Context: an optimization exercise on an open-source flow, tuned for small area and a short achievable clock period. The choices shown serve that exercise and are no tape-out recipe. In this exercise RTL edits were held to simulation tests only and were not proved equivalent to the original. No activity file was given, so power comes from the tool's default toggle rates.

==> design/flow/design.v <==
package mulfwd_pkg;
   typedef enum logic {IDLE, WORK} state_t;
   localparam int unsigned PAD_ZERO = 0;
   localparam int unsigned PAD_REPL = 1;
   function automatic int unsigned tag_width(input int unsigned n);
      if (n > 1) tag_width = $clog2(n);
      else tag_width = 1;
   endfunction
endpackage
import mulfwd_pkg::*;
module mulfwd_rr_arbiter
#(
   parameter int unsigned FLUX = 2,
   localparam int unsigned TAG_WIDTH = mulfwd_pkg::tag_width(FLUX)
) (
   input  logic                 clk,
   input  logic                 rst,
   input  logic [FLUX-1:0]      req,
   output logic [TAG_WIDTH-1:0] grant,
   output logic                 valid
);
   logic [TAG_WIDTH-1:0] ptr_q, ptr_d;
   logic [FLUX-1:0][TAG_WIDTH-1:0] cand;
   always_comb begin
      for (int i = 0; i < FLUX; i++) begin
         cand[i] = TAG_WIDTH'((32'(ptr_q) + 32'(i)) % FLUX);
      end
   end
   always_comb begin
      grant = '0;
      valid = 1'b0;
      for (int i = FLUX - 1; i >= 0; i--) begin
         if (req[cand[i]]) begin
            grant = cand[i];
            valid = 1'b1;
         end
      end
   end
   always_comb begin
      ptr_d = ptr_q;
      if (valid) begin
         ptr_d = TAG_WIDTH'((32'(grant) + 32'd1) % FLUX);
      end
   end
   always_ff @(posedge clk or negedge rst) begin
      if (!rst) begin
         ptr_q <= '0;
      end else begin
         ptr_q <= ptr_d;
      end
   end
endmodule
import mulfwd_pkg::*;
module multi_line_buffer
#(
   parameter int unsigned FLUX       = 2,
   parameter int unsigned DATA_WIDTH = 18,
   parameter int unsigned SIZE_WIDTH = 7,
   parameter int unsigned LINE_DEPTH = 64,
   parameter int unsigned TAPS       = 3,
   parameter int unsigned PAD_MODE   = mulfwd_pkg::PAD_ZERO,
   localparam int unsigned TAG_WIDTH = mulfwd_pkg::tag_width(FLUX)
) (
   input  logic                                      clk,
   input  logic                                      rst,
   input  logic [FLUX-1:0][TAG_WIDTH+DATA_WIDTH-1:0] read_port_in_pel_dout,
   input  logic [FLUX-1:0]                           read_port_in_pel_empty,
   output logic [FLUX-1:0]                           read_port_in_pel_read,
   input  logic [FLUX-1:0][TAG_WIDTH+SIZE_WIDTH-1:0] read_port_ext_size_dout,
   input  logic [FLUX-1:0]                           read_port_ext_size_empty,
   output logic [FLUX-1:0]                           read_port_ext_size_read,
   input  logic [FLUX-1:0][TAG_WIDTH+SIZE_WIDTH-1:0] read_port_real_size_dout,
   input  logic [FLUX-1:0]                           read_port_real_size_empty,
   output logic [FLUX-1:0]                           read_port_real_size_read,
   output logic [TAG_WIDTH+TAPS*DATA_WIDTH-1:0]      write_port_out_pel_din,
   input  logic [FLUX-1:0]                           write_port_out_pel_full,
   output logic [FLUX-1:0]                           write_port_out_pel_write,
   output logic [FLUX-1:0]                           err_size
);
   localparam int unsigned DW = DATA_WIDTH;
   localparam int unsigned WW = 2 * DATA_WIDTH;    
   logic [1:0]      work_q;       
   logic [1:0]      err_q;        
   logic            ptr_q;        
   logic [1:0][5:0] col_q;        
   logic [1:0][5:0] wm1_q;        
   logic [1:0][5:0] pos_q;        
   logic [1:0]      one_q;        
   logic [1:0][6:0] row_q;        
   logic [1:0]      r1_q;         
   logic [1:0]      r2_q;         
   logic [1:0][WW-1:0] pfn_q;
   logic [LINE_DEPTH-1:0][WW-1:0] ch0, ch1;
   logic [1:0] elig, pick, fire, fire_w, fire_i;
   always_comb begin
      for (int f = 0; f < 2; f++) begin
         elig[f] = work_q[f] ? (!read_port_in_pel_empty[f] && !write_port_out_pel_full[f])
                             : (!read_port_ext_size_empty[f] && !read_port_real_size_empty[f]);
      end
      pick[0] = elig[0] && (!ptr_q || !elig[1]);
      pick[1] = elig[1] && ( ptr_q || !elig[0]);
      fire    = pick & {2{rst}};
      fire_w  = fire & work_q;
      fire_i  = fire & ~work_q;
   end
   logic [1:0] pe, fu, ee, re, nwork, pref;
   logic [1:0] p_welig, p_ielig, p_nelig;
   assign pe    = read_port_in_pel_empty;
   assign fu    = write_port_out_pel_full;
   assign ee    = read_port_ext_size_empty;
   assign re    = read_port_real_size_empty;
   assign nwork = ~work_q;
   assign pref  = {ptr_q, !ptr_q};
   for (genvar f = 0; f < 2; f++) begin : g_port
      mlb_g_nor3b u_we (.a (pe[f]), .b (fu[f]), .cn (work_q[f]), .y (p_welig[f]));
      mlb_g_nor3b u_ie (.a (ee[f]), .b (re[f]), .cn (nwork[f]), .y (p_ielig[f]));
      mlb_g_nor2  u_ne (.a (p_welig[f]), .b (p_ielig[f]), .y (p_nelig[f]));
      mlb_g_o211a u_pr (.a1 (pref[f]), .a2 (p_nelig[1-f]), .b1 (rst), .c1 (p_welig[f]),
                        .y (read_port_in_pel_read[f]));
      mlb_g_o211a u_wr (.a1 (pref[f]), .a2 (p_nelig[1-f]), .b1 (rst), .c1 (p_welig[f]),
                        .y (write_port_out_pel_write[f]));
      mlb_g_o211a u_er (.a1 (pref[f]), .a2 (p_nelig[1-f]), .b1 (rst), .c1 (p_ielig[f]),
                        .y (read_port_ext_size_read[f]));
      mlb_g_o211a u_rr (.a1 (pref[f]), .a2 (p_nelig[1-f]), .b1 (rst), .c1 (p_ielig[f]),
                        .y (read_port_real_size_read[f]));
   end
   logic [2:0] tag;
   logic [2:0] t0, t1;
   mlb_g_nor3b u_t00 (.a (pe[0]), .b (fu[0]), .cn (work_q[0]), .y (t0[0]));
   mlb_g_o31a  u_t01 (.a1 (pe[1]), .a2 (fu[1]), .a3 (nwork[1]), .b1 (work_q[0]), .y (t1[0]));
   mlb_g_mux2i u_t0  (.a0 (t0[0]), .a1 (t1[0]), .s (ptr_q), .y (tag[0]));
   mlb_g_o31ai u_t10 (.a1 (pe[0]), .a2 (fu[0]), .a3 (nwork[0]), .b1 (work_q[1]), .y (t0[1]));
   mlb_g_o31a  u_t11 (.a1 (pe[1]), .a2 (fu[1]), .a3 (nwork[1]), .b1 (work_q[0]), .y (t1[1]));
   mlb_g_mux2i u_t1  (.a0 (t0[1]), .a1 (t1[1]), .s (ptr_q), .y (tag[1]));
   mlb_g_o31a  u_t20 (.a1 (pe[0]), .a2 (fu[0]), .a3 (nwork[0]), .b1 (work_q[1]), .y (t0[2]));
   mlb_g_nor3b u_t21 (.a (pe[1]), .b (fu[1]), .cn (work_q[1]), .y (t1[2]));
   mlb_g_mux2  u_t2  (.a0 (t0[2]), .a1 (t1[2]), .s (ptr_q), .y (tag[2]));
   logic [1:0][TAPS*DW-1:0] col_n;
   always_comb begin
      for (int f = 0; f < 2; f++) begin
         col_n[f] = {pfn_q[f], ~read_port_in_pel_dout[f][DW-1:0]};
      end
   end
   assign write_port_out_pel_din[TAPS*DW] = tag[0];
   for (genvar i = 0; i < TAPS*DW; i++) begin : g_out
      mlb_g_mux2i u_o (.a0 (col_n[0][i]), .a1 (col_n[1][i]), .s (tag[i / 19]),
                       .y (write_port_out_pel_din[i]));
   end
   assign err_size = err_q;
   logic [1:0][LINE_DEPTH-1:0] rsel;
   logic [1:0][WW-1:0]         wd, rd;
   logic [1:0]                 nr1, nr2, eol;
   always_comb begin
      for (int f = 0; f < 2; f++) begin
         eol[f] = (col_q[f] == 6'd0);
         nr1[f] = r1_q[f] || eol[f];
         nr2[f] = eol[f] ? r1_q[f] : r2_q[f];
         wd[f]  = {pfn_q[f][DW-1:0], read_port_in_pel_dout[f][DW-1:0]};
         for (int a = 0; a < LINE_DEPTH; a++) begin
            rsel[f][a] = (pos_q[f] == 6'(a)) && !one_q[f];
         end
      end
   end
   for (genvar b = 0; b < WW; b++) begin : g_rd
      logic [LINE_DEPTH:0] col0, col1;
      always_comb begin
         col0[LINE_DEPTH] = wd[0][b];
         col1[LINE_DEPTH] = wd[1][b];
         for (int a = 0; a < LINE_DEPTH; a++) begin
            col0[a] = ch0[a][b];
            col1[a] = ch1[a][b];
         end
      end
      mlb_sel_or #(.N(LINE_DEPTH), .W(1)) u_rd0 (
         .sel ({one_q[0], rsel[0]}), .din (col0), .dout (rd[0][b]));
      mlb_sel_or #(.N(LINE_DEPTH), .W(1)) u_rd1 (
         .sel ({one_q[1], rsel[1]}), .din (col1), .dout (rd[1][b]));
   end
   localparam int unsigned SEG  = 8;
   localparam int unsigned NSEG = LINE_DEPTH / SEG;
   logic [1:0][NSEG-1:0] shift;
   for (genvar f = 0; f < 2; f++) begin : g_shift
      for (genvar g = 0; g < NSEG; g++) begin : g_seg
         mlb_g_o211a u_sh (.a1 (pref[f]), .a2 (p_nelig[1-f]), .b1 (rst), .c1 (p_welig[f]),
                           .y (shift[f][g]));
      end
   end
   always_ff @(posedge clk) begin
      for (int g = 0; g < NSEG; g++) begin
         if (shift[0][g]) begin
            for (int a = g * SEG; a < (g + 1) * SEG; a++)
               ch0[a] <= (a == 0) ? wd[0] : ch0[a-1];
         end
         if (shift[1][g]) begin
            for (int a = g * SEG; a < (g + 1) * SEG; a++)
               ch1[a] <= (a == 0) ? wd[1] : ch1[a-1];
         end
      end
   end
   logic [1:0][5:0] wm1_in;
   always_comb begin
      for (int f = 0; f < 2; f++) begin
         wm1_in[f] = read_port_real_size_dout[f][6] ? 6'h3f
                                                   : read_port_real_size_dout[f][5:0] - 6'd1;
      end
   end
   always_ff @(posedge clk) begin
      for (int f = 0; f < 2; f++) begin
         if (fire_i[f]) begin
            col_q[f] <= wm1_in[f];
            wm1_q[f] <= wm1_in[f];
            pos_q[f] <= wm1_in[f] - 6'd1;
            one_q[f] <= (wm1_in[f] == 6'd0);
            row_q[f] <= read_port_ext_size_dout[f][6:0] - 7'd1;
            r1_q[f]  <= 1'b0;
            r2_q[f]  <= 1'b0;
            pfn_q[f] <= '1;
         end else if (fire_w[f]) begin
            col_q[f] <= eol[f] ? wm1_q[f] : col_q[f] - 6'd1;
            if (eol[f]) begin
               row_q[f] <= row_q[f] - 7'd1;
               r1_q[f]  <= 1'b1;
               r2_q[f]  <= r1_q[f];
            end
            pfn_q[f] <= {rd[f][WW-1:DW] | {DW{!nr2[f]}}, ~(rd[f][DW-1:0] & {DW{nr1[f]}})};
         end
      end
   end
   always_ff @(posedge clk or negedge rst) begin
      if (!rst) begin
         work_q <= '0;
         err_q  <= '0;
         ptr_q  <= 1'b0;
      end else begin
         if (|elig) ptr_q <= pick[0];
         for (int f = 0; f < 2; f++) begin
            if (fire_i[f]) begin
               if (read_port_real_size_dout[f][6:0] == 7'd0 ||
                   read_port_ext_size_dout[f][6:0] == 7'd0) begin
                  err_q[f] <= 1'b1;
               end else begin
                  work_q[f] <= 1'b1;
                  if (read_port_real_size_dout[f][6] && read_port_real_size_dout[f][5:0] != 6'd0)
                     err_q[f] <= 1'b1;
               end
            end else if (fire_w[f]) begin
               if (eol[f] && row_q[f] == 7'd0)
                  work_q[f] <= 1'b0;
            end
         end
      end
   end
endmodule
module mlb_sel_or
#(
   parameter int unsigned N = 64,
   parameter int unsigned W = 1
) (
   input  logic [N:0]        sel,
   input  logic [N:0][W-1:0] din,
   output logic [W-1:0]      dout
);
   localparam int unsigned G = (N + 1) / 3;          
   localparam int unsigned R = (N + 1) - 3 * G;      
   for (genvar b = 0; b < W; b++) begin : g_bit
      logic [G+R-1:0] grp_n;
      for (genvar g = 0; g < G; g++) begin : g_grp
         mlb_aoi3 u_aoi (
            .a ({din[3*g+2][b], din[3*g+1][b], din[3*g][b]}),
            .s ({sel[3*g+2],    sel[3*g+1],    sel[3*g]}),
            .y (grp_n[g]));
      end
      for (genvar r = 0; r < R; r++) begin : g_rem
         assign grp_n[G+r] = !(din[3*G+r][b] && sel[3*G+r]);
      end
      assign dout[b] = !(&grp_n);
   end
endmodule
module mlb_aoi3 (
   input  logic [2:0] a,
   input  logic [2:0] s,
   output logic       y
);
   assign y = !((a[0] && s[0]) || (a[1] && s[1]) || (a[2] && s[2]));
endmodule
module mlb_g_nor2 (input logic a, b, output logic y);
   assign y = !(a || b);
endmodule
module mlb_g_nor3b (input logic a, b, cn, output logic y);
   assign y = !(a || b || !cn);
endmodule
module mlb_g_or3b (input logic a, b, cn, output logic y);
   assign y = a || b || !cn;
endmodule
module mlb_g_o31a (input logic a1, a2, a3, b1, output logic y);
   assign y = (a1 || a2 || a3) && b1;
endmodule
module mlb_g_o31ai (input logic a1, a2, a3, b1, output logic y);
   assign y = !((a1 || a2 || a3) && b1);
endmodule
module mlb_g_o211a (input logic a1, a2, b1, c1, output logic y);
   assign y = (a1 || a2) && b1 && c1;
endmodule
module mlb_g_mux2 (input logic a0, a1, s, output logic y);
   assign y = s ? a1 : a0;
endmodule
module mlb_g_mux2i (input logic a0, a1, s, output logic y);
   assign y = !(s ? a1 : a0);
endmodule
==> design/flow/flow/run.sh <==
#!/bin/bash
# The standard layout (standard synthesis, floorplan, placement, CTS,
# routing) with three changes to how ORFS repairs it:
#  - repair_timing keeps improving setup slack up to 7 ns instead of
#    stopping once slack is positive (the SDC, the clock period and the IO
#    delays are the standard flow's own, unchanged);
#  - the resizer may swap a cell for a stronger one of another footprint
#    (the platform's config limits it to cells of the same footprint);
#  - antenna repair after detailed routing may run more iterations.
set -euo pipefail
bash standard.sh SETUP_SLACK_MARGIN=7 MATCH_CELL_FOOTPRINT=0 MAX_REPAIR_ANTENNAS_ITER_DRT=12 finish > flow_make.log 2>&1
==> design/flow/standard.sh <==
#!/bin/bash
# synth_recipe.tcl (not shown) runs the flow's synth.tcl, then flattens the netlist and writes it again
# the make line also repeats each setting of config.mk as NAME=value (left out here)
make -C /OpenROAD-flow-scripts/flow DESIGN_CONFIG=/design/flow/config.mk WORK_HOME=/design/flow/orfs CLKGATE_MAP_FILE= SYNTH_SCRIPT=/design/flow/synth_recipe.tcl "${@:-finish}"
==> design/flow/config.mk <==
export PLATFORM = sky130hd
export DESIGN_NAME = multi_line_buffer
export DESIGN_NICKNAME = multi_line_buffer
export VERILOG_FILES = /design/flow/design.v
export SDC_FILE = /design/flow/constraint.sdc
export NUM_CORES = 4
export LEC_CHECK = 0
export CAP_MARGIN = 20
export CORE_MARGIN = 2
export CORE_UTILIZATION = 60
export CTS_CLUSTER_DIAMETER = 100
export CTS_CLUSTER_SIZE = 25
export SLEW_MARGIN = 20
export SYNTH_HIERARCHICAL = 1
export SYNTH_MEMORY_MAX_BITS = 8192
export SYNTH_MINIMUM_KEEP_SIZE = 0
==> design/flow/constraint.sdc <==
create_clock -name core_clock -period 12.0 [get_ports {clk}]
set_input_delay 2.4000 -clock core_clock [delete_from_list [all_inputs] [get_ports {clk}]]
set_output_delay 2.4000 -clock core_clock [all_outputs]
set_load 0.01 [all_outputs]
==> results.py, run 1 <==
metrics = {
    "worst_setup_path": {
        "worst_r2r_path_depth": 12,
        "critical_path_end": "write_port_out_pel_din[12]",
        "reg2reg_setup_slack_ns": 7.13,
        "cp.required_ns": 9.60,
        "crit_path_start_kind": "primary input",
        "reg_to_reg_critical_path_startpoint": "one_q[0]",
        "critical_path_class": "in -> out",
        "cp_buf_inv_count": 5,
        "timing.critical_path.cells": "buf_8 -> o31a_1 -> mux2i_4 -> buf_12 -> buf_12 -> buf_12 -> mux2i_4 -> buf_6",
        "timing.critical_path.to_type": "output port",
        "critPathMaxFanout": 4,
        "timing.critical_path.arrival_ns": 3.95,
        "cp.depth": 8,
        "critical-path-top-cell-by-count": "buf_12",
        "slowest_stage": "mux2i_4",
        "crit_family": "buffers and inverters",
        "crit_path_max_incr_delay_ns": 0.38,
        "critical_path_launch_point": "read_port_in_pel_empty[1]",
        "reg2reg_to": "pfn_q[21]",
    },
    "timing": {
        "remaining_max_slew_budget_at_the_tightest_pin": 0.0941,
        "clock.fmax_mhz": 157,
        "final.setup.tns_ns": 0,
        "max_slew.worst_pin.slew_ns": 1.35,
        "finalWorstPathRequiredPeriod_ns": 6.35,
        "timing_max_transition_violations_final": 0,
        "worst_setup_skew_after_layout_ns": 0.0291,
        "period_share": 0.529,
        "grt_setup_unrepaired": "yes",
        "timing.final.setup_violations": 0,
        "finalHoldViolCount": 0,
        "final.hold.worst_slack_ns": 0.436,
    },
    "power_and_ir_drop": {
        "seqPwrFrac": 0.668,
        "power_density_nw_per_um2": 160,
        "power.internal_mw": 22.7,
        "power.share.clock": 0.284,
        "power_frac_comb": 0.048,
        "worst_ir_drop_vdd_uv": 136,
        "switching_power_mw": 6.40,
        "static-leakage-power_nw": 52.7,
        "netSwitchingFraction": 0.220,
        "power.total_mw": 29.1,
    },
    "floorplan": {
        "floorplan.die.height_um": 530,
        "ios": 145,
        "floorplan.core_area_um2": 276000,
        "initial_utilization": 0.601,
        "die_width_um": 530,
        "placementRows": 193,
        "die_area_um2": 281000,
    },
    "cts": {
        "root_buffer": "clkbuf_16",
        "clk_latency_ns": 0.95,
        "cts.sinks": 4741,
        "clock_path_buffers": 4,
        "tritoncts_buffers": 211,
        "cts_tree": "yes",
        "clk_pin_slew_ns": 0.09,
        "htree_levels": 4,
    },
    "job": {
        "max_cap_viol_count": 0,
    },
    "finish": {
        "final_net_count": 8366,
        "synthToLayoutAreaGrowth_pct": 9.37,
        "layout_commonest_cell": "edfxtp_1",
        "instances_no_fill": 12100,
        "post_route_cells_drive_above_1_share": 0.102,
        "mostFrequentLayoutCells": "edfxtp_1 (4,660), a222oi_1 (1,512), nand4_1 (292), buf_4 (219), clkbuf_16 (218)",
    },
    "placed_design": {
        "placement.io_buffers": 138,
        "place.gp.congestion": 0.904,
        "place.detailed.hpwl_um": 312000,
        "dp.cells": 11700,
    },
    "routing": {
        "wire_per_inst_um": 41.6,
        "post_drt_via_cell_ratio": 7.56,
        "detail_route.wirelength_um": 502000,
        "first_pass_iters": 13,
        "drtIter0Drc": 19000,
        "ant_nets": 0,
        "drt_drc_violations_left": 0,
        "route.vias.total": 91100,
    },
    "logic_synthesis": {
        "post_synth.cell_area_avg_um2": 21.6,
        "netlist_instances": 7681,
        "synth_sequential_area_ratio": 0.854,
        "synth_warn": 7,
        "postSynth.asyncResetShare": 0.00105,
        "synth_flop_cell": "edfxtp_1",
        "postSynthRegisterBits": 4741,
        "post_synthesis_cell_area_um2": 166000,
        "synth.distinct_cells": 66,
        "edff_count_synth": 4660,
        "mappedNetlistNets": 7773,
    },
    "global_route": {
        "grt_max_degree": 193,
        "wire_length_of_the_first_global_routing_pass_um": 687000,
        "number_of_global_route_vias_before_repair": 87700,
        "grt_antenna_before_repair": 13,
        "grt_util_all_layers": 0.353,
        "globalRoute.totalOverflow": 0,
    },
    "hold_path": {
        "worst_hold_path_type": "reg -> reg",
        "worst_hold_path.num_cells": 0,
    },
    "status": {
        "run_status": "no timing/DRC/antenna violations",
    },
}
power groups by stage:
stage               logic [mW]  registers (mW)  clock network [mW]
floorplan                0.667            19.5                   0
global placement          1.18            19.8                   0
detailed placement        1.22            19.8                   0
CTS                       1.32            19.4                8.35
global route              1.44            19.5                8.83
finish                    1.38            19.4                8.26
modules after synthesis, one instance, submodules excluded, a selection:
| module | cell area [um^2] | cells inside | copies in the design | flip-flops and latches |
|---|---|---|---|---|
| mlb_g_o31ai | 12.5 | 1 | 1 | 0 |
| mlb_g_o211a | 10.0 | 1 | 24 | 0 |
| mlb_g_o31a | 8.76 | 1 | 3 | 0 |
| mlb_g_nor3b | 12.5 | 1 | 6 | 0 |
| mlb_g_mux2i | 10.0 | 1 | 56 | 0 |
| mlb_g_mux2 | 15.0 | 1 | 1 | 0 |
| mlb_aoi3 | 10.0 | 1 | 1512 | 0 |
| mlb_g_nor2 | 3.75 | 1 | 2 | 0 |
stage by stage:
step                      setup WS [ns]  cell area (um^2)  utilization
after floorplan                    5.95            166000            -
after global routing               5.63            181000        0.658
after detailed placement           4.41            175000        0.634
after CTS                          5.69            181000        0.656
after global placement             4.38            175000        0.634
final                              5.65            181000        0.658
kinds of logic (layout without fill, tap and decap cells):
group,after synthesis,after routing,share of synthesized area
simple gates,984,984,0.0306
mux,87,88,0.00531
xor+xnor,28,28,0.00148
buf+inv,101,762,0.00249
flops,4741,4741,0.854
fa+ha+maj,12,12,0.000905
compound gates,1728,1728,0.105
other cells,0,8,0
layout make-up:
type	instances	area, um^2
Inverter	67	263
Multi-Input combinational cell	2840	25300
Tap cell	3705	4640
Clock buffer	276	5630
Antenna cell	8	20.0
Fill cell	18400	94400
Clock inverter	6	80.1
Sequential cell	4741	142000
Timing Repair Buffer	413	3840
flip-flops by register name (all words and copies together), names as in the netlist:
register,cells
wm1_q,12
r2_q,2
ch1,2304
row_q,14
work_q,2
r1_q,2
one_q,2
err_q,2
ch0,2304
ptr_q,1
col_q,12
pfn_q,72
pos_q,12
synthesized netlist by cell type, types with 2 or more instances:
master     count  area, um^2
nand3b_1       4        30.0
nor4_1         7        43.8
o21a_1         4        30.0
a2bb2oi_2      4        60.1
or4b_2         2        20.0
inv_1         66         248
and2_1         3        18.8
a21boi_0       2        15.0
o32ai_1        3        26.3
dfrtp_1        5         125
mux2_2         4        45.0
nor3_1       111         556
a221oi_2      72        1080
or3_1         10        62.6
buf_6          2        22.5
xnor2_1       14         123
a222oi_1    1512       15100
or2_2          3        18.8
nand3_1      162         811
o22a_1        18         158
clkbuf_1      20        75.1
or4_1          7        52.6
edfxtp_1    4660      140000
a2bb2oi_1     50         438
nor3b_2        6        75.1
buf_2          9        45.0
nor3b_1        7        52.6
nor2b_1       17         106
nand4_1      292        1830
ha_1          12         150
buf_4          2        15.0
o21ai_0       15        75.1
dfxtp_1       76        1520
nand2b_1       5        31.3
o31a_1         5        43.8
nor2_1       230         863
nand2_1      110         413
mux2i_1       82         821
xor2_1        14         123
o211a_1       24         240
a21oi_1        5        25.0
how the worst min path moves through the flow:
stage	start	end	slack, ns
finish	ch1[1345]	ch1[1381]	0.44
global route	ch1[1345]	ch1[1381]	0.45
CTS	ch0[2037]	ch0[2073]	0.45
detailed placement	ch1[1643]	ch1[1679]	0.43
global placement	ch1[1164]	ch1[1200]	0.43
floorplan	ch0[972]	ch0[1008]	0.43
routing by layer:
| layer | wire (um) | track usage | vias to the layer above |
|---|---|---|---|
| met3 | 51100 | 0.0516 | 1015 |
| met4 | 54200 | 0.311 | 6 |
| li1 | - | - | 36600 |
| met5 | 46 | 0 | - |
| met2 | 235000 | 0.549 | 6308 |
| met1 | 161000 | 0.438 | 47100 |
what timing repair did:
| action | CTS | global route |
|---|---|---|
| setup buffers | 35 | 7 |
| hold buffers | 0 | 0 |
| setup endpoints to repair | 1079 | 621 |
| gates resized for setup | 301 | 28 |
| pin swaps | 11 | 4 |
| gates cloned | 2 | 1 |
==> inputs of run 2 (changes only) <==
--- a/design/flow/design.v
+++ b/design/flow/design.v
@@ -124,17 +124,20 @@
       mlb_g_o211a u_rr (.a1 (pref[f]), .a2 (p_nelig[1-f]), .b1 (rst), .c1 (p_ielig[f]),
                         .y (read_port_real_size_read[f]));
    end
-   logic [2:0] tag;
-   logic [2:0] t0, t1;
-   mlb_g_nor3b u_t00 (.a (pe[0]), .b (fu[0]), .cn (work_q[0]), .y (t0[0]));
-   mlb_g_o31a  u_t01 (.a1 (pe[1]), .a2 (fu[1]), .a3 (nwork[1]), .b1 (work_q[0]), .y (t1[0]));
-   mlb_g_mux2i u_t0  (.a0 (t0[0]), .a1 (t1[0]), .s (ptr_q), .y (tag[0]));
-   mlb_g_o31ai u_t10 (.a1 (pe[0]), .a2 (fu[0]), .a3 (nwork[0]), .b1 (work_q[1]), .y (t0[1]));
-   mlb_g_o31a  u_t11 (.a1 (pe[1]), .a2 (fu[1]), .a3 (nwork[1]), .b1 (work_q[0]), .y (t1[1]));
-   mlb_g_mux2i u_t1  (.a0 (t0[1]), .a1 (t1[1]), .s (ptr_q), .y (tag[1]));
-   mlb_g_o31a  u_t20 (.a1 (pe[0]), .a2 (fu[0]), .a3 (nwork[0]), .b1 (work_q[1]), .y (t0[2]));
-   mlb_g_nor3b u_t21 (.a (pe[1]), .b (fu[1]), .cn (work_q[1]), .y (t1[2]));
-   mlb_g_mux2  u_t2  (.a0 (t0[2]), .a1 (t1[2]), .s (ptr_q), .y (tag[2]));
+   localparam int unsigned NTAG = 5;
+   logic e01n, e2, e3;
+   assign e01n = !((!ptr_q && work_q[1] && !work_q[0]) || (ptr_q && !work_q[0]));
+   assign e2   = !ptr_q && work_q[1];
+   assign e3   = ptr_q && work_q[1];
+   logic [NTAG-1:0] tag;
+   for (genvar k = 0; k < NTAG; k++) begin : g_tag
+      logic g1, g2, g3, wv1;
+      mlb_g_nand2 u_g1 (.a (e2), .b (pe[0]), .y (g1));
+      mlb_g_nand2 u_g2 (.a (e2), .b (fu[0]), .y (g2));
+      mlb_g_nor2  u_w1 (.a (pe[1]), .b (fu[1]), .y (wv1));
+      mlb_g_nand2 u_g3 (.a (e3), .b (wv1), .y (g3));
+      mlb_g_nand4 u_t  (.a (e01n), .b (g1), .c (g2), .d (g3), .y (tag[k]));
+   end
    logic [1:0][TAPS*DW-1:0] col_n;
    always_comb begin
       for (int f = 0; f < 2; f++) begin
@@ -143,7 +146,7 @@
    end
    assign write_port_out_pel_din[TAPS*DW] = tag[0];
    for (genvar i = 0; i < TAPS*DW; i++) begin : g_out
-      mlb_g_mux2i u_o (.a0 (col_n[0][i]), .a1 (col_n[1][i]), .s (tag[i / 19]),
+      mlb_g_mux2i u_o (.a0 (col_n[0][i]), .a1 (col_n[1][i]), .s (tag[(i + 1) / 11]),
                        .y (write_port_out_pel_din[i]));
    end
    assign err_size = err_q;
@@ -179,9 +182,15 @@
    localparam int unsigned SEG  = 8;
    localparam int unsigned NSEG = LINE_DEPTH / SEG;
    logic [1:0][NSEG-1:0] shift;
+   logic [1:0] s_welig, s_ielig, s_nelig;
+   for (genvar f = 0; f < 2; f++) begin : g_sel
+      mlb_g_nor3b u_we (.a (pe[f]), .b (fu[f]), .cn (work_q[f]), .y (s_welig[f]));
+      mlb_g_nor3b u_ie (.a (ee[f]), .b (re[f]), .cn (nwork[f]), .y (s_ielig[f]));
+      mlb_g_nor2  u_ne (.a (s_welig[f]), .b (s_ielig[f]), .y (s_nelig[f]));
+   end
    for (genvar f = 0; f < 2; f++) begin : g_shift
       for (genvar g = 0; g < NSEG; g++) begin : g_seg
-         mlb_g_o211a u_sh (.a1 (pref[f]), .a2 (p_nelig[1-f]), .b1 (rst), .c1 (p_welig[f]),
+         mlb_g_o211a u_sh (.a1 (pref[f]), .a2 (s_nelig[1-f]), .b1 (rst), .c1 (s_welig[f]),
                            .y (shift[f][g]));
       end
    end
@@ -307,3 +316,9 @@
 module mlb_g_mux2i (input logic a0, a1, s, output logic y);
    assign y = !(s ? a1 : a0);
 endmodule
+module mlb_g_nand2 (input logic a, b, output logic y);
+   assign y = !(a && b);
+endmodule
+module mlb_g_nand4 (input logic a, b, c, d, output logic y);
+   assign y = !(a && b && c && d);
+endmodule
==> run 2 against run 1 <==
Non-clock buffer count shrank 31. Core utilization grew 0.10 points. Via count grew 0.38%. Area after synthesis is essentially flat. Still clean on timing, DRC and antenna. Flip-flop and latch count is the same. Final cell count is essentially flat. Global-route usage grew 0.085 points. Sequential power is essentially flat. Critical path depth is the same. Fmax grew 3.7%.
==> results.py, run 2 <==
metrics = {
    "finish": {
        "design_area_um2": 181000,
        "top_regs": "ch0: 2304 flops, ch1: 2304 flops, pfn_q: 72 flops",
        "mostFrequentLayoutCells": "edfxtp_1 (4,660), a222oi_1 (1,512), nand4_1 (297), clkbuf_16 (216), buf_4 (207)",
        "final_net_count": 8363,
        "post_route_cells_drive_above_1_share": 0.102,
        "synthToLayoutAreaGrowth_pct": 8.97,
        "post-route-util": 0.659,
        "layout_commonest_cell": "edfxtp_1",
    },
    "timing": {
        "timing_max_transition_violations_final": 0,
        "remaining_max_slew_budget_at_the_tightest_pin": 0.186,
        "period_share": 0.510,
        "grt_setup_unrepaired": "yes",
        "worst_setup_skew_after_layout_ns": 0.0283,
        "finalHoldViolCount": 0,
        "timing.final.setup_violations": 0,
        "max_slew.worst_pin.slew_ns": 1.22,
        "finalWorstPathRequiredPeriod_ns": 6.12,
        "post-route-worst-setup-slack_ns": 5.88,
        "clock.fmax_mhz": 163,
        "final.setup.tns_ns": 0,
    },
    "status": {
        "run_status": "no timing/DRC/antenna violations",
    },
    "routing": {
        "post_drt_via_cell_ratio": 7.59,
        "first_pass_iters": 14,
        "drt_drc_violations_left": 0,
        "detail_route.wirelength_um": 500000,
        "drtIter0Drc": 19600,
        "route.vias.total": 91400,
        "wire_per_inst_um": 41.5,
        "ant_nets": 0,
    },
    "logic_synthesis": {
        "post_synthesis_cell_area_um2": 166000,
        "postSynth.asyncResetShare": 0.00105,
        "synth_sequential_area_ratio": 0.855,
        "yosysTopAreaCell": "edfxtp_1",
        "post_synth.cell_area_avg_um2": 21.5,
        "yosysMostFrequentCell": "edfxtp_1",
        "main_area_contributors_after_synthesis": "edfxtp_1 (84%), a222oi_1 (9.1%), nand4_1 (1.1%)",
        "netlist_instances": 7714,
        "postSynthRegisterBits": 4741,
        "synth_warn": 7,
        "yosysTopAreaCellShare": 0.845,
        "synth_common_cells": "edfxtp_1 (4,660), a222oi_1 (1,512), nand4_1 (297)",
        "edff_count_synth": 4660,
        "synth.distinct_cells": 57,
        "synth_flop_cell": "edfxtp_1",
        "mappedNetlistNets": 7806,
    },
    "worst_setup_path": {
        "cp.required_ns": 9.60,
        "timing.critical_path.to_type": "output port",
        "critical_path_class": "in -> out",
        "crit_path_start_kind": "primary input",
        "timing.critical_path.arrival_ns": 3.72,
        "critPathMaxFanout": 8,
    },
    "power_and_ir_drop": {
        "switching_power_mw": 6.23,
        "seqPwrFrac": 0.670,
        "power.share.clock": 0.287,
        "power_frac_comb": 0.043,
        "netSwitchingFraction": 0.217,
        "power.total_mw": 28.8,
        "power.internal_mw": 22.6,
        "power_density_nw_per_um2": 159,
        "static-leakage-power_nw": 52.5,
        "worst_ir_drop_vdd_uv": 125,
    },
    "global_route": {
        "number_of_global_route_vias_before_repair": 88900,
        "grt_max_degree": 193,
        "grt_util_all_layers": 0.354,
        "grt_antenna_before_repair": 16,
        "wire_length_of_the_first_global_routing_pass_um": 688000,
        "globalRoute.totalOverflow": 0,
    },
    "floorplan": {
        "floorplan.die.height_um": 529,
        "ios": 145,
        "placementRows": 192,
        "die_width_um": 529,
        "die_area_um2": 280000,
        "floorplan.core_area_um2": 274000,
        "initial_utilization": 0.604,
    },
    "cts": {
        "clock_path_buffers": 4,
        "tritoncts_buffers": 211,
        "clk_latency_ns": 0.95,
        "cts.sinks": 4741,
        "htree_levels": 4,
        "root_buffer": "clkbuf_16",
        "cts_tree": "yes",
        "ctsHoldBuffers": 0,
        "clk_pin_slew_ns": 0.10,
    },
    "placed_design": {
        "dp_slack_ns": 3.87,
        "placement.io_buffers": 138,
        "place.gp.congestion": 0.890,
        "placed_cell_area_um2": 174000,
        "place.detailed.hpwl_um": 302000,
    },
    "hold_path": {
        "worst_hold_path_type": "reg -> reg",
    },
    "job": {
        "max_cap_viol_count": 0,
    },
}
[run 2: cell types whose count changed after synthesis, moves of 6 or more]
cell	before	now
nor3_1	111	87
mux2i_1	82	71
nor2b_1	17	11
a21oi_1	5	35
nand2_1	110	123
o22a_1	18	36
a2bb2oi_1	50	0
a21oi_2	0	15
nor2_1	230	290
or3_1	10	4
[run 2: stage by stage]
| step | instances | hold slack (ns) |
|---|---|---|
| after global routing | 12000 | 0.446 |
| after CTS | 12000 | 0.438 |
| after global placement | 11700 | 0.430 |
| after detailed placement | 11700 | 0.431 |
| final | 12100 | 0.441 |
| after floorplan | 7714 | 0.426 |
[run 2: cell families (layout without fill, tap and decap cells)]
logic type,Yosys count,count (layout),synth area share
xor+xnor,36,36,0.00190
simple gates,1021,1021,0.0311
buf+inv,106,743,0.00269
other cells,0,14,0
mux,75,75,0.00456
flops,4741,4741,0.855
compound gates,1723,1723,0.104
fa+ha+maj,12,12,0.000906
[run 2: what timing repair did]
| action | 4_1_cts | 5_1_grt |
|---|---|---|
| pin swaps | 7 | 4 |
| setup buffers | 25 | 9 |
| gates resized for setup | 342 | 25 |
| endpoints found under the setup margin | 3108 | 364 |
| cloned | 1 | 0 |
[run 2: path summary, 6_finish.rpt]
kind | start | to | slack, ns | cells past startpoint
setup / recovery | write_port_out_pel_full[1] | write_port_out_pel_din[4] | 5.88 | 8
hold / removal | ch0[2040] | ch0[2076] | 0.44 | 0
setup reg to reg | one_q[1] | pfn_q[39] | 7.44 | 8
hold reg to reg | ch0[2040] | ch0[2076] | 0.44 | 0
max in group asynchronous | rst | err_q[1] | 10.35 | 2
min in group asynchronous | rst | err_q[0] | 1.42 | 2
[run 2: metal layers]
metal  up-vias  wire, um  track usage  part of all wire
li1      36600         -            -                 -
met1     47300    161000        0.439              0.32
met2      6460    234000        0.551              0.47
met3      1058     50800       0.0481              0.10
met4         6     54500        0.312              0.11
met5         -        43            0          0.000086
[run 2: cell type report]
cell class / count / area (um^2)
clock inverter: 5 / 51.3
sequential: 4741 / 142000
timing repair buffer: 382 / 3340
tap: 3686 / 4610
multi-input combinational: 2867 / 24900
antenna: 14 / 35.0
inverter: 68 / 297
fill: 18200 / 93600
clock buffer: 288 / 5680
[run 2: modules after synthesis (local to each module, per instance), excerpt]
module	copies in the design	cells	flip-flops and latches	area (um^2)
mlb_g_nor2	9	1	0	3.75
multi_line_buffer	1	5367	4741	145000
mlb_g_nand2	15	1	0	3.75
mlb_g_nand4	5	1	0	6.26
mlb_aoi3	1512	1	0	10.0
mlb_g_o211a	24	1	0	10.0
mlb_g_nor3b	8	1	0	12.5
mlb_g_mux2i	54	1	0	10.0
[run 2: power groups by stage]
stage / Clock [mW] / Sequential [mW] / Combinational (mW)
final: 8.26 / 19.3 / 1.23
after global routing: 8.84 / 19.4 / 1.29
after CTS: 8.34 / 19.3 / 1.20
after detailed placement: 0 / 19.7 / 1.12
after global placement: 0 / 19.6 / 1.08
after floorplan: 0 / 19.5 / 0.619
[run 2: critical path, cell delays in order]
cell	delay [ns]
buf_12	0.12
nor2_4	0.07
nand2_1	0.07
nand4_1	0.14
buf_12	0.17
buf_12	0.13
mux2i_4	0.40
buf_2	0.21
==> inputs of run 3 (changes only) <==
==> design/flow/flow/run.sh (replaced) <==
#!/bin/bash
# The standard layout (standard synthesis, floorplan, placement, CTS,
# routing) with two changes to how ORFS repairs it:
#  - repair_timing keeps improving setup slack up to 7 ns instead of
#    stopping once slack is positive (the SDC, the clock period and the IO
#    delays are the standard flow's own, unchanged);
#  - antenna repair after detailed routing may run more iterations.
set -euo pipefail
bash standard.sh SETUP_SLACK_MARGIN=7 MAX_REPAIR_ANTENNAS_ITER_DRT=12 finish > flow_make.log 2>&1
==> run 3 against run 2 <==
Still clean on timing, DRC and antenna. Global-route usage about the same. Clock power about the same. Register-to-register slack worse by 0.06 ns. Critical path depth unchanged. Worst hold slack worse by 0.0091 ns. Sequential power about the same. Synthesized cell count unchanged. Fmax up 0.64%. Sequential share of layout area about the same. Largest cell class unchanged. Largest power group unchanged.
==> results.py, run 3 <==
metrics = {
    "status": {
        "run_status": "no timing/DRC/antenna violations",
    },
    "logic_synthesis": {
        "synth_adder_area_share": 0.000906,
        "synthXorXnorAreaFrac": 0.00190,
        "synth_warn": 7,
        "synth_sequential_area_ratio": 0.855,
        "synth_common_cells": "edfxtp_1 (4,660), a222oi_1 (1,512), nand4_1 (297)",
        "synth_flop_cell": "edfxtp_1",
        "synth.distinct_cells": 57,
        "synth_top_family_by_area": "compound AO/OA/AOI/OAI gates",
        "yosysMostFrequentCell": "edfxtp_1",
        "edff_count_synth": 4660,
        "synth_simple_gate_area_share": 0.0311,
        "synth_compound_area_frac": 0.104,
        "netlist_instances": 7714,
        "yosysTopAreaCell": "edfxtp_1",
        "post_synth.cell_area_avg_um2": 21.5,
        "postSynthRegisterBits": 4741,
        "synth.mux.area_fraction": 0.00456,
        "main_area_contributors_after_synthesis": "edfxtp_1 (84%), a222oi_1 (9.1%), nand4_1 (1.1%)",
        "postSynth.asyncResetShare": 0.00105,
        "yosysTopAreaCellShare": 0.845,
        "post_synthesis_cell_area_um2": 166000,
        "mappedNetlistNets": 7806,
    },
    "cts": {
        "clk_latency_ns": 0.96,
        "tritoncts_buffers": 211,
        "cts_tree": "yes",
        "clk_pin_slew_ns": 0.11,
        "clock_path_buffers": 4,
        "htree_levels": 4,
        "root_buffer": "clkbuf_16",
        "cts.sinks": 4741,
    },
    "timing": {
        "final.hold.worst_slack_ns": 0.432,
        "finalHoldViolCount": 0,
        "worst_setup_skew_after_layout_ns": 0.0371,
        "clock.fmax_mhz": 164,
        "final.setup.tns_ns": 0,
        "finalWorstPathRequiredPeriod_ns": 6.08,
        "grt_setup_unrepaired": "yes",
        "period_share": 0.507,
        "remaining_max_slew_budget_at_the_tightest_pin": 0.176,
        "timing.final.setup_violations": 0,
        "timing_max_transition_violations_final": 0,
        "max_slew.worst_pin.slew_ns": 1.23,
    },
    "floorplan": {
        "die_width_um": 529,
        "die_area_um2": 280000,
        "placementRows": 192,
        "floorplan.core_area_um2": 274000,
        "ios": 145,
        "initial_utilization": 0.604,
        "floorplan.die.height_um": 529,
    },
    "power_and_ir_drop": {
        "worst_ir_drop_vdd_uv": 127,
        "power_frac_comb": 0.043,
        "static-leakage-power_nw": 52.3,
        "seqPwrFrac": 0.670,
        "switching_power_mw": 6.24,
        "power.share.clock": 0.287,
        "netSwitchingFraction": 0.217,
        "power.internal_mw": 22.6,
        "power_density_nw_per_um2": 160,
        "power.total_mw": 28.8,
    },
    "worst_setup_path": {
        "crit_path_start_kind": "primary input",
        "critical_path_class": "in -> out",
        "reg2reg_setup_slack_ns": 7.38,
        "reg_to_reg_critical_path_startpoint": "one_q[1]",
        "cp.required_ns": 9.60,
        "reg2reg_to": "pfn_q[67]",
        "critPathMaxFanout": 5,
        "timing.critical_path.to_type": "output port",
        "timing.critical_path.arrival_ns": 3.68,
        "worst_r2r_path_depth": 10,
    },
    "routing": {
        "detail_route.wirelength_um": 500000,
        "drt_drc_violations_left": 0,
        "route.vias.total": 91500,
        "post_drt_via_cell_ratio": 7.59,
        "first_pass_iters": 14,
        "wire_per_inst_um": 41.5,
        "ant_nets": 0,
        "drtIter0Drc": 19400,
    },
    "finish": {
        "area_of_the_multi_input_gates_um2": 25000,
        "design_area_um2": 181000,
        "top_regs": "ch0: 2304 flops, ch1: 2304 flops, pfn_q: 72 flops",
        "final_net_count": 8369,
        "post_route_cells_drive_above_1_share": 0.103,
        "nFillCells": 18200,
        "layout_commonest_cell": "edfxtp_1",
        "synthToLayoutAreaGrowth_pct": 8.99,
        "seqCellArea_um2": 142000,
        "mostFrequentLayoutCells": "edfxtp_1 (4,660), a222oi_1 (1,512), nand4_1 (297), clkbuf_16 (216), buf_4 (203)",
    },
    "placed_design": {
        "place.detailed.hpwl_um": 302000,
        "place.gp.congestion": 0.890,
        "placement.io_buffers": 138,
        "placed_cell_area_um2": 174000,
    },
    "global_route": {
        "wire_length_of_the_first_global_routing_pass_um": 688000,
        "grt_antenna_before_repair": 8,
        "grt_max_degree": 193,
        "globalRoute.totalOverflow": 0,
        "number_of_global_route_vias_before_repair": 88900,
        "grt_util_all_layers": 0.354,
    },
    "hold_path": {
        "worst_hold_path.num_cells": 0,
        "endpoint_of_the_worst_hold_path": "ch0[484]",
        "hp-start": "ch0[448]",
        "worst_hold_path_type": "reg -> reg",
    },
    "job": {
        "max_cap_viol_count": 0,
    },
}
-- run 3: changes by cell type in the layout (fill, tap and decap cells not counted), moves of 5 or more --
cell / delta
diode_2: -5
buf_2: +7
nor2_2: -5
clkbuf_2: -11
clkdlybuf4s15_2: +5
dlymetal6s2s_1: -22
buf_6: +15
dlygate4sd2_1: +15
-- run 3: cell type report --
| cell class | instances | share of cell area |
|---|---|---|
| Tap cell | 3686 | 0.0255 |
| Timing Repair Buffer | 388 | 0.0187 |
| Inverter | 68 | 0.00166 |
| Clock inverter | 5 | 0.000284 |
| Clock buffer | 288 | 0.0314 |
| Multi-Input combinational cell | 2867 | 0.138 |
| Antenna cell | 9 | 0.000125 |
| Sequential cell | 4741 | 0.784 |
-- run 3: critical path, stage by stage --
cell and delay (ns):
buf_12 0.11, nor2_4 0.09, nand2_1 0.07, nand4_1 0.12, buf_4 0.14, buf_12 0.14, mux2i_4 0.43, buf_6 0.16
-- run 3: worst max-delay path by stage --
stage                               start                         end  slack (ns)  depth (start not counted)
3_5_place_dp   write_port_out_pel_full[1]   write_port_out_pel_din[4]        3.87                          6
3_3_place_gp   write_port_out_pel_full[1]   write_port_out_pel_din[1]        3.90                          6
4_1_cts         read_port_in_pel_empty[1]   write_port_out_pel_din[6]        5.96                          8
6_report        read_port_in_pel_empty[1]   write_port_out_pel_din[1]        5.92                          8
5_1_grt         read_port_in_pel_empty[1]   write_port_out_pel_din[5]        5.95                          8
2_1_floorplan  write_port_out_pel_full[1]  write_port_out_pel_din[10]        6.24                          4
-- run 3: routing by layer --
metal	track usage	up-vias	wire (um)
met5	0	-	31
met2	0.551	6450	233000
met3	0.0473	1033	50400
li1	-	36600	-
met1	0.441	47400	162000
met4	0.311	4	54700
-- run 3: cell families (layout without fill, tap and decap cells) --
kind of cell,after synthesis,in the layout
AOI/OAI and AO/OA,1723,1723
xor gates and xnor gates,36,36
adders and majority gates,12,12
buffers and inverters,106,749
DFF,4741,4741
muxes,75,75
other,0,9
and+or+nand+nor,1021,1021
-- run 3: modules after synthesis, one instance, submodules excluded, a selection --
module / area (um^2) / flops+latches / times used / cells inside
mlb_aoi3: 10.0 / 0 / 1512 / 1
mlb_g_mux2i: 10.0 / 0 / 54 / 1
mlb_g_nand2: 3.75 / 0 / 15 / 1
mlb_g_nand4: 6.26 / 0 / 5 / 1
mlb_g_nor2: 3.75 / 0 / 9 / 1
mlb_g_nor3b: 12.5 / 0 / 8 / 1
mlb_g_o211a: 10.0 / 0 / 24 / 1
multi_line_buffer: 145000 / 4741 / 1 / 5367
-- run 3: power by group through the flow --
| stage | Sequential [mW] | Clock [mW] | Combinational, mW |
|---|---|---|---|
| 2_1_floorplan | 19.5 | 0 | 0.619 |
| 3_3_place_gp | 19.6 | 0 | 1.08 |
| 3_5_place_dp | 19.7 | 0 | 1.12 |
| 4_1_cts | 19.3 | 8.34 | 1.21 |
| 5_1_grt | 19.4 | 8.84 | 1.31 |
| 6_report | 19.3 | 8.26 | 1.25 |
-- run 3: per-stage QoR --
stage | cells | utilization | worst slack [ns]
2_1_floorplan | 7714 | - | 6.24
3_5_place_dp | 11700 | 0.636 | 3.87
5_1_grt | 12000 | 0.659 | 5.95
4_1_cts | 12000 | 0.657 | 5.96
6_report | 12100 | 0.659 | 5.92
3_3_place_gp | 11700 | 0.635 | 3.90
-- run 3: timing repair --
action	4_1_cts	5_1_grt
buffers inserted	32	5
endpoints found under the setup margin	3108	628
hold buffers	0	0
gates resized for setup	457	41
pin swaps	6	5
cloned	2	0
==> inputs of run 4 (changes only) <==
--- a/design/flow/config.mk
+++ b/design/flow/config.mk
@@ -7,7 +7,7 @@
 export LEC_CHECK = 0
 export CAP_MARGIN = 20
 export CORE_MARGIN = 2
-export CORE_UTILIZATION = 60
+export CORE_UTILIZATION = 68
 export CTS_CLUSTER_DIAMETER = 100
 export CTS_CLUSTER_SIZE = 25
 export SLEW_MARGIN = 20
==> run 4 against run 3 <==
Count of clock-buffer cells in the layout shrank 4. Final area shrank 0.40%. Routed wire length shrank 3.3%. Via count grew 0.55%. First-iteration DRC count grew 6.5%. Die area shrank 12%. Largest power group unchanged.
==> results.py, run 4 <==
metrics = {
    "floorplan": {
        "placementRows": 181,
        "floorplan.die.height_um": 498,
        "floorplan.core_area_um2": 243000,
        "ios": 145,
        "die_area_um2": 248000,
        "die_width_um": 498,
        "initial_utilization": 0.682,
    },
    "timing": {
        "clock.fmax_mhz": 164,
        "grt_setup_unrepaired": "yes",
        "timing.final.setup_violations": 0,
        "final.setup.tns_ns": 0,
        "period_share": 0.509,
        "remaining_max_slew_budget_at_the_tightest_pin": 0.167,
        "timing_max_transition_violations_final": 0,
        "worst_setup_skew_after_layout_ns": 0.0461,
        "finalWorstPathRequiredPeriod_ns": 6.11,
        "finalHoldViolCount": 0,
        "max_slew.worst_pin.slew_ns": 1.24,
    },
    "logic_synthesis": {
        "synth.distinct_cells": 57,
        "postSynth.asyncResetShare": 0.00105,
        "main_area_contributors_after_synthesis": "edfxtp_1 (84%), a222oi_1 (9.1%), nand4_1 (1.1%)",
        "mappedNetlistNets": 7806,
        "netlist_instances": 7714,
        "postSynthRegisterBits": 4741,
        "synth_common_cells": "edfxtp_1 (4,660), a222oi_1 (1,512), nand4_1 (297)",
        "post_synth.cell_area_avg_um2": 21.5,
        "post_synthesis_cell_area_um2": 166000,
        "synth_flop_cell": "edfxtp_1",
        "synth_warn": 7,
        "edff_count_synth": 4660,
        "synth_sequential_area_ratio": 0.855,
        "yosysTopAreaCellShare": 0.845,
        "yosysMostFrequentCell": "edfxtp_1",
        "yosysTopAreaCell": "edfxtp_1",
    },
    "finish": {
        "post-route-util": 0.741,
        "final_net_count": 8354,
        "layout_commonest_cell": "edfxtp_1",
        "synthToLayoutAreaGrowth_pct": 8.56,
        "top_regs": "ch0: 2304 flops, ch1: 2304 flops, pfn_q: 72 flops",
        "post_route_cells_drive_above_1_share": 0.102,
        "mostFrequentLayoutCells": "edfxtp_1 (4,660), a222oi_1 (1,512), nand4_1 (297), clkbuf_16 (212), buf_4 (188)",
    },
    "placed_design": {
        "place.detailed.hpwl_um": 288000,
        "place.gp.congestion": 0.914,
        "placement.io_buffers": 138,
    },
    "global_route": {
        "globalRoute.totalOverflow": 0,
        "grt_antenna_before_repair": 13,
        "wire_length_of_the_first_global_routing_pass_um": 671000,
        "grt_util_all_layers": 0.388,
        "number_of_global_route_vias_before_repair": 88800,
        "grt_max_degree": 197,
    },
    "cts": {
        "clk_latency_ns": 0.94,
        "root_buffer": "clkbuf_16",
        "cts_tree": "yes",
        "tritoncts_buffers": 207,
        "clk_pin_slew_ns": 0.10,
        "clock_path_buffers": 3,
        "cts.sinks": 4741,
        "htree_levels": 4,
    },
    "power_and_ir_drop": {
        "power.total_mw": 28.7,
        "power_density_nw_per_um2": 160,
        "static-leakage-power_nw": 52.3,
        "worst_ir_drop_vdd_uv": 180,
    },
    "routing": {
        "ant_nets": 0,
        "post_drt_via_cell_ratio": 7.95,
        "drtIter0Drc": 20700,
        "wire_per_inst_um": 41.8,
        "first_pass_iters": 14,
        "route.vias.total": 92000,
        "drt_drc_violations_left": 0,
        "detail_route.wirelength_um": 484000,
    },
    "worst_setup_path": {
        "cp.required_ns": 9.60,
        "critical_path_class": "in -> out",
        "timing.critical_path.arrival_ns": 3.71,
        "timing.critical_path.to_type": "output port",
        "crit_path_start_kind": "primary input",
        "critPathMaxFanout": 3,
    },
    "job": {
        "max_cap_viol_count": 0,
    },
    "hold_path": {
        "worst_hold_path_type": "reg -> reg",
    },
    "status": {
        "run_status": "no timing/DRC/antenna violations",
    },
}
-- run 4: logic make-up after synthesis --
kind of cell | count (synthesis) | synth area share
fa+ha+maj | 12 | 0.000906
simple gates | 1021 | 0.0311
buf+inv | 106 | 0.00269
xor+xnor | 36 | 0.00190
mux | 75 | 0.00456
compound gates | 1723 | 0.104
flops | 4741 | 0.855
-- run 4: report_power, final --
| group | leakage (nW) | total (mW) | switching, mW | internal [mW] |
|---|---|---|---|---|
| registers | 39.8 | 19.3 | 0.425 | 18.9 |
| clock network | 2.77 | 8.13 | 4.86 | 3.27 |
| logic | 9.72 | 1.27 | 0.880 | 0.388 |
| total | 52.3 | 28.7 | 6.17 | 22.5 |
-- run 4: critical path, stage by stage --
cell           delay (ns)
dlygate4sd2_1        0.45
inv_1                0.28
mux2i_4              0.37
buf_2                0.20
-- run 4: final timing paths --
path	from	end	slack, ns	cells after the start
min in group asynchronous	rst	ptr_q	1.46	2
max in group asynchronous	rst	work_q[0]	10.26	2
setup reg to reg	pos_q[10]	pfn_q[62]	7.32	9
hold / removal	ch1[1168]	ch1[1204]	0.44	0
setup / recovery	read_port_in_pel_dout[26]	write_port_out_pel_din[7]	5.89	4
hold reg to reg	ch1[1168]	ch1[1204]	0.44	0
-- run 4: repair_timing --
item,CTS,global route
resized for setup,452,33
gates cloned,6,0
buffers inserted,29,6
pin swaps,8,5
hold buffers,0,0
setup endpoints to repair,2044,906
-- run 4: routing by layer --
| metal | GRT usage | up-vias | part of all wire |
|---|---|---|---|
| li1 | - | 36600 | - |
| met1 | 0.487 | 46700 | 0.31 |
| met2 | 0.592 | 7522 | 0.46 |
| met3 | 0.0652 | 1199 | 0.12 |
| met4 | 0.343 | 4 | 0.11 |
| met5 | 0 | - | 0.000056 |
-- run 4: per-stage QoR --
step	instances	cell area [um^2]	hold slack [ns]	worst slack [ns]
after global routing	11600	180000	0.453	5.92
final	11600	180000	0.441	5.89
after CTS	11500	180000	0.439	5.97
after global placement	11200	174000	0.429	3.85
after floorplan	7714	166000	0.426	6.24
after detailed placement	11200	174000	0.431	3.86
-- run 4: layout make-up --
type                    instances  area [um^2]
flip-flops and latches       4741       142000
fillers                     13900        62900
multi-input cells            2867        24900
clock buffers                 284         5580
well taps                    3202         4010
repair buffers                377         3320
inverters                      68          270
clock inverters                11          155
diodes                         12         30.0
-- run 4: per-module statistics from Yosys (local to each module, per instance), a selection --
module / copies in the design / cells
multi_line_buffer: 1 / 5367
mlb_g_o211a: 24 / 1
mlb_g_nand4: 5 / 1
mlb_g_nand2: 15 / 1
mlb_g_nor3b: 8 / 1
mlb_g_mux2i: 54 / 1
mlb_aoi3: 1512 / 1
==> inputs of run 5 (changes only) <==
--- a/design/flow/design.v
+++ b/design/flow/design.v
@@ -91,26 +91,26 @@
    logic [1:0]      r2_q;         
    logic [1:0][WW-1:0] pfn_q;
    logic [LINE_DEPTH-1:0][WW-1:0] ch0, ch1;
-   logic [1:0] elig, pick, fire, fire_w, fire_i;
-   always_comb begin
-      for (int f = 0; f < 2; f++) begin
-         elig[f] = work_q[f] ? (!read_port_in_pel_empty[f] && !write_port_out_pel_full[f])
-                             : (!read_port_ext_size_empty[f] && !read_port_real_size_empty[f]);
-      end
-      pick[0] = elig[0] && (!ptr_q || !elig[1]);
-      pick[1] = elig[1] && ( ptr_q || !elig[0]);
-      fire    = pick & {2{rst}};
-      fire_w  = fire & work_q;
-      fire_i  = fire & ~work_q;
-   end
    logic [1:0] pe, fu, ee, re, nwork, pref;
-   logic [1:0] p_welig, p_ielig, p_nelig;
    assign pe    = read_port_in_pel_empty;
    assign fu    = write_port_out_pel_full;
    assign ee    = read_port_ext_size_empty;
    assign re    = read_port_real_size_empty;
    assign nwork = ~work_q;
    assign pref  = {ptr_q, !ptr_q};
+   logic [1:0] s_welig, s_ielig, s_nelig, fire_w, fire_i;
+   logic       any_elig;
+   for (genvar f = 0; f < 2; f++) begin : g_sel
+      mlb_g_nor3b u_we (.a (pe[f]), .b (fu[f]), .cn (work_q[f]), .y (s_welig[f]));
+      mlb_g_nor3b u_ie (.a (ee[f]), .b (re[f]), .cn (nwork[f]), .y (s_ielig[f]));
+      mlb_g_nor2  u_ne (.a (s_welig[f]), .b (s_ielig[f]), .y (s_nelig[f]));
+      mlb_g_o211a u_fw (.a1 (pref[f]), .a2 (s_nelig[1-f]), .b1 (rst), .c1 (s_welig[f]),
+                        .y (fire_w[f]));
+      mlb_g_o211a u_fi (.a1 (pref[f]), .a2 (s_nelig[1-f]), .b1 (rst), .c1 (s_ielig[f]),
+                        .y (fire_i[f]));
+   end
+   mlb_g_nand2 u_any (.a (s_nelig[0]), .b (s_nelig[1]), .y (any_elig));
+   logic [1:0] p_welig, p_ielig, p_nelig;
    for (genvar f = 0; f < 2; f++) begin : g_port
       mlb_g_nor3b u_we (.a (pe[f]), .b (fu[f]), .cn (work_q[f]), .y (p_welig[f]));
       mlb_g_nor3b u_ie (.a (ee[f]), .b (re[f]), .cn (nwork[f]), .y (p_ielig[f]));
@@ -124,19 +124,24 @@
       mlb_g_o211a u_rr (.a1 (pref[f]), .a2 (p_nelig[1-f]), .b1 (rst), .c1 (p_ielig[f]),
                         .y (read_port_real_size_read[f]));
    end
-   localparam int unsigned NTAG = 5;
+   localparam int unsigned NTAG = TAPS * DW + 1;
+   localparam int unsigned NSET = 9;
    logic e01n, e2, e3;
    assign e01n = !((!ptr_q && work_q[1] && !work_q[0]) || (ptr_q && !work_q[0]));
    assign e2   = !ptr_q && work_q[1];
    assign e3   = ptr_q && work_q[1];
+   logic [NSET-1:0] g1, g2, g3;
+   for (genvar k = 0; k < NSET; k++) begin : g_tset
+      logic wv1;
+      mlb_g_nand2 u_g1 (.a (e2), .b (pe[0]), .y (g1[k]));
+      mlb_g_nand2 u_g2 (.a (e2), .b (fu[0]), .y (g2[k]));
+      mlb_g_nor2  u_w1 (.a (pe[1]), .b (fu[1]), .y (wv1));
+      mlb_g_nand2 u_g3 (.a (e3), .b (wv1), .y (g3[k]));
+   end
    logic [NTAG-1:0] tag;
    for (genvar k = 0; k < NTAG; k++) begin : g_tag
-      logic g1, g2, g3, wv1;
-      mlb_g_nand2 u_g1 (.a (e2), .b (pe[0]), .y (g1));
-      mlb_g_nand2 u_g2 (.a (e2), .b (fu[0]), .y (g2));
-      mlb_g_nor2  u_w1 (.a (pe[1]), .b (fu[1]), .y (wv1));
-      mlb_g_nand2 u_g3 (.a (e3), .b (wv1), .y (g3));
-      mlb_g_nand4 u_t  (.a (e01n), .b (g1), .c (g2), .d (g3), .y (tag[k]));
+      mlb_g_nand4 u_t (.a (e01n), .b (g1[k % NSET]), .c (g2[k % NSET]), .d (g3[k % NSET]),
+                       .y (tag[k]));
    end
    logic [1:0][TAPS*DW-1:0] col_n;
    always_comb begin
@@ -146,7 +151,7 @@
    end
    assign write_port_out_pel_din[TAPS*DW] = tag[0];
    for (genvar i = 0; i < TAPS*DW; i++) begin : g_out
-      mlb_g_mux2i u_o (.a0 (col_n[0][i]), .a1 (col_n[1][i]), .s (tag[(i + 1) / 11]),
+      mlb_g_mux2i u_o (.a0 (col_n[0][i]), .a1 (col_n[1][i]), .s (tag[i + 1]),
                        .y (write_port_out_pel_din[i]));
    end
    assign err_size = err_q;
@@ -182,15 +187,15 @@
    localparam int unsigned SEG  = 8;
    localparam int unsigned NSEG = LINE_DEPTH / SEG;
    logic [1:0][NSEG-1:0] shift;
-   logic [1:0] s_welig, s_ielig, s_nelig;
-   for (genvar f = 0; f < 2; f++) begin : g_sel
-      mlb_g_nor3b u_we (.a (pe[f]), .b (fu[f]), .cn (work_q[f]), .y (s_welig[f]));
-      mlb_g_nor3b u_ie (.a (ee[f]), .b (re[f]), .cn (nwork[f]), .y (s_ielig[f]));
-      mlb_g_nor2  u_ne (.a (s_welig[f]), .b (s_ielig[f]), .y (s_nelig[f]));
+   logic [1:0] h_welig, h_ielig, h_nelig;
+   for (genvar f = 0; f < 2; f++) begin : g_hsel
+      mlb_g_nor3b u_we (.a (pe[f]), .b (fu[f]), .cn (work_q[f]), .y (h_welig[f]));
+      mlb_g_nor3b u_ie (.a (ee[f]), .b (re[f]), .cn (nwork[f]), .y (h_ielig[f]));
+      mlb_g_nor2  u_ne (.a (h_welig[f]), .b (h_ielig[f]), .y (h_nelig[f]));
    end
    for (genvar f = 0; f < 2; f++) begin : g_shift
       for (genvar g = 0; g < NSEG; g++) begin : g_seg
-         mlb_g_o211a u_sh (.a1 (pref[f]), .a2 (s_nelig[1-f]), .b1 (rst), .c1 (s_welig[f]),
+         mlb_g_o211a u_sh (.a1 (pref[f]), .a2 (h_nelig[1-f]), .b1 (rst), .c1 (h_welig[f]),
                            .y (shift[f][g]));
       end
    end
@@ -241,7 +246,7 @@
          err_q  <= '0;
          ptr_q  <= 1'b0;
       end else begin
-         if (|elig) ptr_q <= pick[0];
+         if (any_elig) ptr_q <= fire_w[0] || fire_i[0];
          for (int f = 0; f < 2; f++) begin
             if (fire_i[f]) begin
                if (read_port_real_size_dout[f][6:0] == 7'd0 ||
--- a/design/flow/config.mk
+++ b/design/flow/config.mk
@@ -7,7 +7,7 @@
 export LEC_CHECK = 0
 export CAP_MARGIN = 20
 export CORE_MARGIN = 2
-export CORE_UTILIZATION = 68
+export CORE_UTILIZATION = 60
 export CTS_CLUSTER_DIAMETER = 100
 export CTS_CLUSTER_SIZE = 25
 export SLEW_MARGIN = 20
==> run 5 against run 4 <==
Total power down 0.88%. Count of clock-buffer cells in the layout up 15. Highest routed layer unchanged. Non-clock buffer count down 16. Area after synthesis up 0.29%. Die area up 14%. Worst setup slack better by 0.30 ns. Core utilization down 8.5 points. Via count down 0.18%. Global-route usage down 3.9 points. Register-to-register slack better by 0.06 ns.
==> results.py, run 5 <==
metrics = {
    "floorplan": {
        "die_area_um2": 281000,
        "initial_utilization": 0.602,
        "placementRows": 193,
        "ios": 145,
        "die_width_um": 530,
        "floorplan.die.height_um": 530,
        "floorplan.core_area_um2": 276000,
    },
    "timing": {
        "clock.fmax_mhz": 172,
        "period_share": 0.484,
        "final.setup.tns_ns": 0,
        "max_slew.worst_pin.slew_ns": 1.26,
        "final.hold.worst_slack_ns": 0.446,
        "finalWorstPathRequiredPeriod_ns": 5.80,
        "finalHoldViolCount": 0,
        "worst_setup_skew_after_layout_ns": 0.0424,
        "post-route-worst-setup-slack_ns": 6.20,
        "timing_max_transition_violations_final": 0,
        "timing.final.setup_violations": 0,
        "grt_setup_unrepaired": "yes",
        "remaining_max_slew_budget_at_the_tightest_pin": 0.162,
    },
    "global_route": {
        "grt_antenna_before_repair": 19,
        "wire_length_of_the_first_global_routing_pass_um": 683000,
        "grt_util_all_layers": 0.349,
        "number_of_global_route_vias_before_repair": 88700,
        "grt_max_degree": 190,
        "globalRoute.totalOverflow": 0,
    },
    "logic_synthesis": {
        "synth.distinct_cells": 53,
        "postSynthRegisterBits": 4741,
        "postSynth.asyncResetShare": 0.00105,
        "netlist_instances": 7784,
        "synth_flop_cell": "edfxtp_1",
        "main_area_contributors_after_synthesis": "edfxtp_1 (84%), a222oi_1 (9.1%), nand4_1 (1.3%)",
        "synth_common_cells": "edfxtp_1 (4,660), a222oi_1 (1,512), nand4_1 (351)",
        "synth_warn": 7,
        "synth_sequential_area_ratio": 0.852,
        "post_synth.cell_area_avg_um2": 21.3,
        "edff_count_synth": 4660,
        "mappedNetlistNets": 7878,
        "post_synthesis_cell_area_um2": 166000,
        "yosysTopAreaCellShare": 0.842,
        "yosysTopAreaCell": "edfxtp_1",
        "yosysMostFrequentCell": "edfxtp_1",
    },
    "routing": {
        "detail_route.wirelength_um": 497000,
        "drtIter0Drc": 18800,
        "routedLengthMet1_um": 164000,
        "met2RoutedLength_um": 233000,
        "topRoutingLayerUsed": "met5",
        "route.vias.total": 91800,
        "first_pass_iters": 13,
        "post_drt_via_cell_ratio": 7.57,
        "wire_per_inst_um": 41.0,
        "drt_drc_violations_left": 0,
        "ant_nets": 0,
        "wl_met3_um": 49400,
    },
    "finish": {
        "layout_commonest_cell": "edfxtp_1",
        "seqCellArea_um2": 142000,
        "mostFrequentLayoutCells": "edfxtp_1 (4,660), a222oi_1 (1,512), nand4_1 (351), clkbuf_16 (219), buf_4 (215)",
        "top_regs": "ch0: 2304 flops, ch1: 2304 flops, pfn_q: 72 flops",
        "design_area_um2": 181000,
        "post_route_cells_drive_above_1_share": 0.105,
        "post-route-util": 0.655,
        "nFillCells": 18500,
        "final_net_count": 8419,
        "area_of_the_multi_input_gates_um2": 25500,
        "instances_no_fill": 12100,
        "synthToLayoutAreaGrowth_pct": 8.89,
    },
    "worst_setup_path": {
        "critPathMaxFanout": 12,
        "cp.required_ns": 9.60,
        "timing.critical_path.to_type": "output port",
        "timing.critical_path.arrival_ns": 3.40,
        "critical_path_class": "in -> out",
        "crit_path_start_kind": "primary input",
    },
    "placed_design": {
        "dp.cells": 11800,
        "placed_cell_area_um2": 175000,
        "place.gp.congestion": 0.896,
        "place.detailed.hpwl_um": 304000,
        "placement.io_buffers": 138,
        "dp_slack_ns": 4.75,
    },
    "cts": {
        "tritoncts_buffers": 212,
        "clk_latency_ns": 0.95,
        "clock_path_buffers": 4,
        "root_buffer": "clkbuf_16",
        "cts_tree": "yes",
        "ctsHoldBuffers": 0,
        "clk_pin_slew_ns": 0.10,
        "cts.sinks": 4741,
        "htree_levels": 4,
    },
    "job": {
        "max_cap_viol_count": 0,
    },
    "power_and_ir_drop": {
        "power.total_mw": 28.5,
        "worst_ir_drop_vdd_uv": 128,
        "static-leakage-power_nw": 52.6,
        "power_density_nw_per_um2": 157,
    },
    "hold_path": {
        "worst_hold_path_type": "reg -> reg",
    },
    "status": {
        "run_status": "no timing/DRC/antenna violations",
    },
}
## run 5: area by class of cell
class	instances	share of cell area
antenna	8	0.000111
sequential	4741	0.783
clock buffer	299	0.0319
clock inverter	7	0.000498
inverter	68	0.00162
multi-input combinational	2941	0.141
timing repair buffer	361	0.0165
tap	3705	0.0256
## run 5: cells by family after synthesis
logic type / count (synthesis) / synth area share
AO/OA/AOI/OAI: 1732 / 0.104
flip-flops: 4741 / 0.852
adder cells (fa/ha/maj): 14 / 0.00105
multiplexers: 84 / 0.00511
XOR/XNOR: 29 / 0.00153
AND/OR/NAND/NOR: 1080 / 0.0333
buffers and inverters: 104 / 0.00260
## run 5: worst paths after layout
check | from | to | slack [ns] | cells after the start
hold reg to reg | ch1[2148] | ch1[2184] | 0.45 | 0
min in group asynchronous | rst | work_q[1] | 1.47 | 2
setup / recovery | write_port_out_pel_full[0] | write_port_out_pel_din[24] | 6.20 | 5
setup reg to reg | pos_q[6] | pfn_q[61] | 7.38 | 9
hold / removal | ch1[2148] | ch1[2184] | 0.45 | 0
max in group asynchronous | rst | ptr_q | 10.22 | 2
## run 5: critical path, stage by stage
cell,delay [ns]
buf_12,0.14
nand2_2,0.11
nand4_1,0.18
mux2i_2,0.36
buf_2,0.20
## run 5: modules after synthesis (local to each module, per instance), a selection
module | copies in the design | cells | area, um^2
mlb_g_nor2 | 15 | 1 | 3.75
mlb_g_nor3b | 12 | 1 | 12.5
mlb_g_mux2i | 54 | 1 | 10.0
multi_line_buffer | 1 | 5360 | 145000
mlb_g_nand4 | 55 | 1 | 6.26
mlb_aoi3 | 1512 | 1 | 10.0
mlb_g_o211a | 28 | 1 | 10.0
mlb_g_nand2 | 28 | 1 | 3.75
## run 5: metal layers
layer / vias to the layer above / GRT usage
met3: 1022 / 0.0485
met1: 47600 / 0.438
li1: 37000 / -
met4: 6 / 0.295
met5: - / 0
met2: 6211 / 0.544
## run 5: power by group
part	total (mW)	switching, mW	internal [mW]
logic	0.964	0.732	0.231
clock network	8.32	4.94	3.38
registers	19.2	0.441	18.7
total	28.5	6.12	22.3
## run 5: timing repair
action                                  in CTS  in global routing
gates resized for setup                    550                 16
cloned                                       4                  0
setup buffers                                9                  2
pin swaps                                   69                 10
endpoints found under the setup margin    3737                159

Check on run 5: ideal ports give 6.195 ns setup slack; a clkbuf_16 on the clock port and buf_2 on the inputs give 6.065 ns; moving port delays by the midpoint clock arrival (1.030 ns) as well gives 5.985 ns.
